From an optimization exercise on the open Yosys and OpenROAD flow, aimed at small area, a short achievable clock period and few clock cycles per item; shortcuts taken in it are not production practice.
No run shown here included a check of the RTL's function; only the layout flow was run.

==> flow/design.v, too long to show whole: its modules and the start of the top module <==
// module affine_warp_source_address: 3515 lines
// module awsa_fa: 4 lines
// module awsa_ha: 4 lines
// module awsa_bsel: 5 lines
// module awsa_sel3: 3 lines
// module awsa_ao21: 3 lines
// module awsa_and2: 3 lines
// module awsa_xor: 3 lines
// module awsa_bsel0: 3 lines
module affine_warp_source_address
(
    input  logic        clk,
    input  logic        rst_n,
    input  logic        in_valid,
    output logic        in_ready,
    input  logic [10:0] out_x,
    input  logic [10:0] out_y,
    output logic        out_valid,
    input  logic        out_ready,
    output logic        hit,
    output logic [11:0] src_x,
    output logic [11:0] src_y,
    output logic [23:0] src_index,
    input  logic        cfg_wr_en,
    input  logic [2:0]  cfg_index,
    input  logic [31:0] cfg_data
);
  // ...
==> flow/run.sh <==
#!/bin/bash
# synth_recipe.tcl (not shown) runs the flow's synth.tcl, then flattens the netlist and writes it again
# the make line also repeats each setting of config.mk as NAME=value (left out here)
make -C /OpenROAD-flow-scripts/flow DESIGN_CONFIG=/design/flow/config.mk WORK_HOME=/design/flow/orfs CLKGATE_MAP_FILE= SYNTH_SCRIPT=/design/flow/synth_recipe.tcl finish
==> flow/config.mk <==
export PLATFORM = sky130hd
export DESIGN_NAME = affine_warp_source_address
export DESIGN_NICKNAME = affine_warp_source_address
export VERILOG_FILES = /design/flow/design.v
export SDC_FILE = /design/flow/constraint.sdc
export NUM_CORES = 4
export LEC_CHECK = 0
export CAP_MARGIN = 20
export CORE_MARGIN = 2
export CORE_UTILIZATION = 40
export SETUP_SLACK_MARGIN = 2.5
export SLEW_MARGIN = 20
export SYNTH_HIERARCHICAL = 1
==> flow/constraint.sdc <==
create_clock -name core_clock -period 7.2 [get_ports {clk}]
set_input_delay 1.4400 -clock core_clock [delete_from_list [all_inputs] [get_ports {clk}]]
set_output_delay 1.4400 -clock core_clock [all_outputs]
set_load 0.01 [all_outputs]
==> run_summary.xml, run 1 <==
<?xml version="1.0" encoding="UTF-8"?>
<metrics>
  <group name="placement">
    <metric name="routabilityCongestion" unit="">0.941</metric>
  </group>
  <group name="layout">
    <metric name="seq_cell_count" unit="">428</metric>
    <metric name="seq_area_frac" unit="">0.216</metric>
    <metric name="inverters" unit="">266</metric>
    <metric name="seqCellArea" unit="sq um">12800</metric>
    <metric name="syn2layout_area_growth" unit="%">17.5</metric>
  </group>
  <group name="status">
    <metric name="run_status" unit="">finished clean</metric>
  </group>
  <group name="hold_path">
    <metric name="min-delay-start" unit="">v0</metric>
  </group>
  <group name="setup_path">
    <metric name="cp_slowest_stage_delay" unit="ns">0.57</metric>
    <metric name="critPathRequiredTime" unit="ns">7.65</metric>
    <metric name="setup.worst_path.end_class" unit="">flip-flop</metric>
    <metric name="reg2reg_slack" unit="ns">2.48</metric>
  </group>
  <group name="clocking">
    <metric name="clk_path_buf_depth" unit="">3</metric>
    <metric name="post_cts_buffers" unit="">43</metric>
    <metric name="cts_hold_buf" unit="">0</metric>
  </group>
  <group name="yosys">
    <metric name="synth-xor-area-share" unit="">0.135</metric>
    <metric name="synth-compound-area-share" unit="">0.182</metric>
    <metric name="synth_largest_type_area_fraction" unit="">0.304</metric>
  </group>
  <group name="timing">
    <metric name="timing.max_slew.rel_slack" unit="">0.298</metric>
    <metric name="fin_crit_sh" unit="">0.655</metric>
    <metric name="period_minus_slack" unit="ns">4.72</metric>
  </group>
  <group name="detailed_routing">
    <metric name="detail_route.iter0.violations" unit="">3835</metric>
  </group>
  <group name="die">
    <metric name="initial_utilization" unit="">0.403</metric>
    <metric name="n_tap_cell" unit="">1650</metric>
  </group>
</metrics>
==> inputs of run 2 (changes only) <==
--- a/flow/config.mk
+++ b/flow/config.mk
@@ -8,6 +8,6 @@
 export CAP_MARGIN = 20
 export CORE_MARGIN = 2
 export CORE_UTILIZATION = 40
-export SETUP_SLACK_MARGIN = 2.5
+export SETUP_SLACK_MARGIN = 2.8
 export SLEW_MARGIN = 20
 export SYNTH_HIERARCHICAL = 1
==> run 2 against run 1 <==
- non-clock buffer count grew 165
- sequential cell count unchanged
- routed wire length is 3.8% higher
- synthesized cell count did not move
- register-to-register slack improved by 0.05 ns
- first-iteration DRC count is essentially flat
- core utilization increased by 2.0 points
- hold slack improved by 0.010 ns
- sequential share of layout area decreased by 0.86 points
- critical path type unchanged
==> run_summary.xml, run 2 <==
<?xml version="1.0" encoding="UTF-8"?>
<metrics>
  <group name="status">
    <metric name="run_status" unit="">finished clean</metric>
  </group>
  <group name="timing">
    <metric name="final_hold_violating_endpoints" unit="">0</metric>
    <metric name="fmaxAchievable" unit="MHz">214</metric>
    <metric name="report.final.setup_viol" unit="">0</metric>
    <metric name="tightest_slew" unit="ns">1.12</metric>
    <metric name="final_max_slew_viol_count" unit="">0</metric>
    <metric name="final.setup.worst_slack" unit="ns">2.54</metric>
    <metric name="grt_setup_unrepaired" unit="">yes</metric>
    <metric name="fin_worst_skew" unit="ns">0.0344</metric>
    <metric name="period_minus_slack" unit="ns">4.66</metric>
    <metric name="setup_tns" unit="ns">0</metric>
    <metric name="fin_crit_sh" unit="">0.648</metric>
    <metric name="timing.max_slew.rel_slack" unit="">0.250</metric>
  </group>
  <group name="yosys">
    <metric name="postSynth.asyncResetShare" unit="">0.00701</metric>
    <metric name="synth_simple_gate_area_share" unit="">0.0475</metric>
    <metric name="synth-xor-area-share" unit="">0.135</metric>
    <metric name="post_synth_mux_area_share" unit="">0.00104</metric>
    <metric name="synth_warnings" unit="">7</metric>
    <metric name="post_synth_instance_area" unit="sq um">50600</metric>
    <metric name="synth_largest_type_area_fraction" unit="">0.304</metric>
    <metric name="ys_top_cells_by_count" unit="">a22o_1, fa_1, xor2_1</metric>
    <metric name="ys_top_cells_by_area" unit="">fa_1, edfxtp_1, a22o_1, xor2_1, ha_1</metric>
    <metric name="synthFlopType" unit="">edfxtp_1</metric>
    <metric name="synth_seq_area_share" unit="">0.254</metric>
    <metric name="synth.lib_cells_used.distinct" unit="">56</metric>
    <metric name="mapped_avg_cell_area" unit="sq um">12.9</metric>
    <metric name="yosysMostFrequentCell" unit="">a22o_1</metric>
    <metric name="count_of_mapped_cells_out_of_synthesis" unit="">3920</metric>
    <metric name="dominant_combinational_cell_family_by_area_after_synthesis" unit="">adder cells</metric>
    <metric name="yosys.area_share.adder" unit="">0.358</metric>
    <metric name="synth-compound-area-share" unit="">0.182</metric>
    <metric name="postSynthRegisterBits" unit="">428</metric>
    <metric name="synthDominantAreaCellType" unit="">fa_1</metric>
    <metric name="synth_enable_flop_cells" unit="">425</metric>
  </group>
  <group name="detailed_routing">
    <metric name="number_of_remaining_drc_errors" unit="">0</metric>
    <metric name="post_drt_via_cell_ratio" unit="">6.11</metric>
    <metric name="dr_total_vias" unit="">37839</metric>
    <metric name="first_pass_iters" unit="">14</metric>
    <metric name="detail_route.wl_per_cell" unit="um">28.9</metric>
    <metric name="detail_route.wirelength" unit="um">179000</metric>
    <metric name="detail_route.iter0.violations" unit="">3834</metric>
    <metric name="ant_nets" unit="">0</metric>
  </group>
  <group name="setup_path">
    <metric name="worstSetupPathType" unit="">reg -&gt; reg</metric>
    <metric name="critical_path.max_fanout" unit="">6</metric>
    <metric name="cp.arrival" unit="ns">5.06</metric>
    <metric name="reg2reg_slack" unit="ns">2.54</metric>
    <metric name="crit_top_cell" unit="">a21o_1</metric>
    <metric name="worst_r2r_path_depth" unit="">13</metric>
    <metric name="critPathRequiredTime" unit="ns">7.59</metric>
    <metric name="cp_cell_sequence" unit="">ha_4 -&gt; a21o_1 -&gt; a21o_1 -&gt; a21o_1 -&gt; a21o_1 -&gt; a21o_1 -&gt; xor2_4 -&gt; nor2b_4 -&gt; a222oi_1 -&gt; inv_1 -&gt; fa_2 -&gt; fa_2 -&gt; fa_1</metric>
    <metric name="setup.worst_path.end_class" unit="">flip-flop</metric>
    <metric name="worstPathBufferInverterCount" unit="">1</metric>
    <metric name="slowest_stage" unit="">a222oi_1</metric>
    <metric name="path_delay_family" unit="">compound AO/OA/AOI/OAI gates</metric>
    <metric name="regToRegStartpoint" unit="">sy_s1[1]</metric>
    <metric name="cp_slowest_stage_delay" unit="ns">0.73</metric>
    <metric name="critical_path_source_type" unit="">flip-flop</metric>
    <metric name="r2r-end" unit="">ixc_q[11]</metric>
  </group>
  <group name="layout">
    <metric name="syn2layout_area_growth" unit="%">22.3</metric>
    <metric name="post-route-util" unit="">0.493</metric>
    <metric name="layout.filler_cells" unit="">11109</metric>
    <metric name="final_layout_size_suffix_gt1_frac" unit="">0.209</metric>
    <metric name="nNetsFinal" unit="">5552</metric>
    <metric name="most_common_cell_after_layout_fill_and_taps_aside" unit="">a22o_1</metric>
    <metric name="mostFrequentLayoutCells" unit="">a22o_1, xor2_1, fa_1</metric>
    <metric name="final-instance-count-excl-fill" unit="">6198</metric>
    <metric name="design_area" unit="sq um">61900</metric>
  </group>
  <group name="global_route">
    <metric name="globalRouteTotalUtil" unit="">0.271</metric>
    <metric name="first_global_vias" unit="">39455</metric>
    <metric name="met2_layer_usage_reported_by_global_route" unit="">0.447</metric>
    <metric name="globalRouteOverflowTotal" unit="">0</metric>
    <metric name="grt_antenna_before_repair" unit="">2</metric>
    <metric name="maximum_number_of_pins_on_one_net_before_global_route_repair" unit="">69</metric>
    <metric name="grt.met3_usage" unit="">0.0518</metric>
    <metric name="globalRouteMet1Util" unit="">0.339</metric>
    <metric name="grt-busiest-layer" unit="">met2</metric>
    <metric name="grt_pass1_wl" unit="um">263000</metric>
  </group>
  <group name="clocking">
    <metric name="cts_root_buf" unit="">clkbuf_16</metric>
    <metric name="ctsHtreeMaxLevel" unit="">2</metric>
    <metric name="tritoncts" unit="">yes</metric>
    <metric name="path_clk_slew" unit="ns">0.07</metric>
    <metric name="cts-buffers-inserted" unit="">55</metric>
    <metric name="clk_path_buf_depth" unit="">3</metric>
    <metric name="numClockSinks" unit="">428</metric>
    <metric name="clk-insertion-delay-late" unit="ns">0.68</metric>
  </group>
  <group name="flow_run">
    <metric name="maxCapViolCount" unit="">0</metric>
  </group>
  <group name="hold_path">
    <metric name="hold_critical_path_endpoint" unit="">v1</metric>
    <metric name="min-delay-path-class" unit="">reg -&gt; reg</metric>
    <metric name="number_of_cells_on_the_worst_hold_path" unit="">1</metric>
    <metric name="min-delay-start" unit="">v0</metric>
  </group>
  <group name="placement">
    <metric name="io_buffers" unit="">112</metric>
    <metric name="post-place-ws" unit="ns">1.81</metric>
    <metric name="dpl_cells" unit="">5848</metric>
    <metric name="dpl_cell_area" unit="sq um">56000</metric>
    <metric name="routabilityCongestion" unit="">0.921</metric>
    <metric name="sum_of_net_half_perimeters_after_detailed_placement" unit="um">118000</metric>
  </group>
  <group name="die">
    <metric name="die_height" unit="um">360</metric>
    <metric name="core" unit="sq um">126000</metric>
    <metric name="die-width" unit="um">360</metric>
    <metric name="core.rowCount" unit="">130</metric>
    <metric name="ioPinCount" unit="">113</metric>
    <metric name="initial_utilization" unit="">0.403</metric>
    <metric name="die_area" unit="sq um">129000</metric>
  </group>
</metrics>
-- run 2: cells by family after synthesis --
family / count (synthesis)
compound gates: 1077
fa+ha+maj: 989
xor+xnor: 780
flops: 428
simple gates: 352
buf+inv: 287
mux: 5
other cells: 2
-- run 2: through the flow --
| stage | hold WS [ns] |
|---|---|
| 5_1_grt | 0.505 |
| 4_1_cts | 0.491 |
| 2_1_floorplan | 0.449 |
| 3_5_place_dp | 0.472 |
| 6_report | 0.489 |
| 3_3_place_gp | 0.468 |
-- run 2: layout make-up --
cell class,instances,area [sq um],area share
Timing Repair Buffer,456,4940,0.0799
Multi-Input combinational cell,3294,39200,0.634
Clock inverter,42,428,0.00691
Antenna cell,2,5.00,0.0000808
Tap cell,1650,2060,0.0333
Clock buffer,60,1400,0.0225
Inverter,266,998,0.0161
Sequential cell,428,12800,0.207
-- run 2: worst max path at each step --
stage | start | to | slack (ns) | depth (start not counted)
floorplan | x_neg1_a | sy_g1[3] | 1.38 | 12
global placement | x_neg2_a | sx_lz1[2] | 1.90 | 12
detailed placement | y_two1_a | sx_lz1[2] | 1.81 | 12
CTS | x_one3_a | sx_lz1[2] | 2.67 | 13
global route | sy_s1[1] | ixc_q[12] | 2.44 | 15
finish | sy_s1[1] | ixc_q[11] | 2.54 | 13
-- run 2: metal layers --
layer,wire (um),up-vias,share of wire
li1,-,15598,-
met1,68300,19532,0.38
met2,84800,2144,0.47
met3,15000,565,0.084
met4,11000,0,0.061
met5,0,-,0
-- run 2: modules after synthesis, one instance, submodules excluded, excerpt --
module                      times used  flip-flops and latches  area (sq um)
awsa_sel3                           89                       0          13.8
awsa_xor                           707                       0          8.76
affine_warp_source_address           1                     428         18500
awsa_bsel0                         792                       0          8.76
awsa_ha                             94                       0          12.5
awsa_fa                            767                       0          20.0
awsa_ao21                          112                       0          7.51
awsa_and2                           66                       0          6.26
-- run 2: what timing repair did --
action | 4_1_cts | 5_1_grt
setup buffers | 180 | 46
pin swaps | 151 | 121
resized for setup | 252 | 115
setup endpoints to repair | 143 | 69
gates cloned | 14 | 6
endpoints found under the hold margin | 0 | 0
hold buffers | 0 | 0

-- port drivers added, routing unchanged --
The results above use ideal ports. As a check the final layouts listed here were re-extracted and re-timed, cells and wires unchanged. Step 1 assumes that a clkbuf_16 drives the clock port and a buf_2 every other input. Step 2 times the ports against the registers' clock, not the clock port: input delays grow and output delays shrink by t, the midpoint of the rising clock arrivals with the driver on. a / b / c = ideal ports / drivers / drivers and shift; a / b = the first two.
run | shift t [ns] | setup slack, ns | hold slack, ns
run 1 | 0.728 | 2.482 / 2.482 / 2.339 | 0.479 / 0.479 / 0.479
run 2 | 0.739 | 2.535 / 2.535 / 2.535 | 0.489 / 0.489 / 0.489
After both steps every run listed still meets setup and hold. For run 1, which loses most, drivers alone change the setup slack by 0.000 ns; drivers and shift together by -0.143 ns.
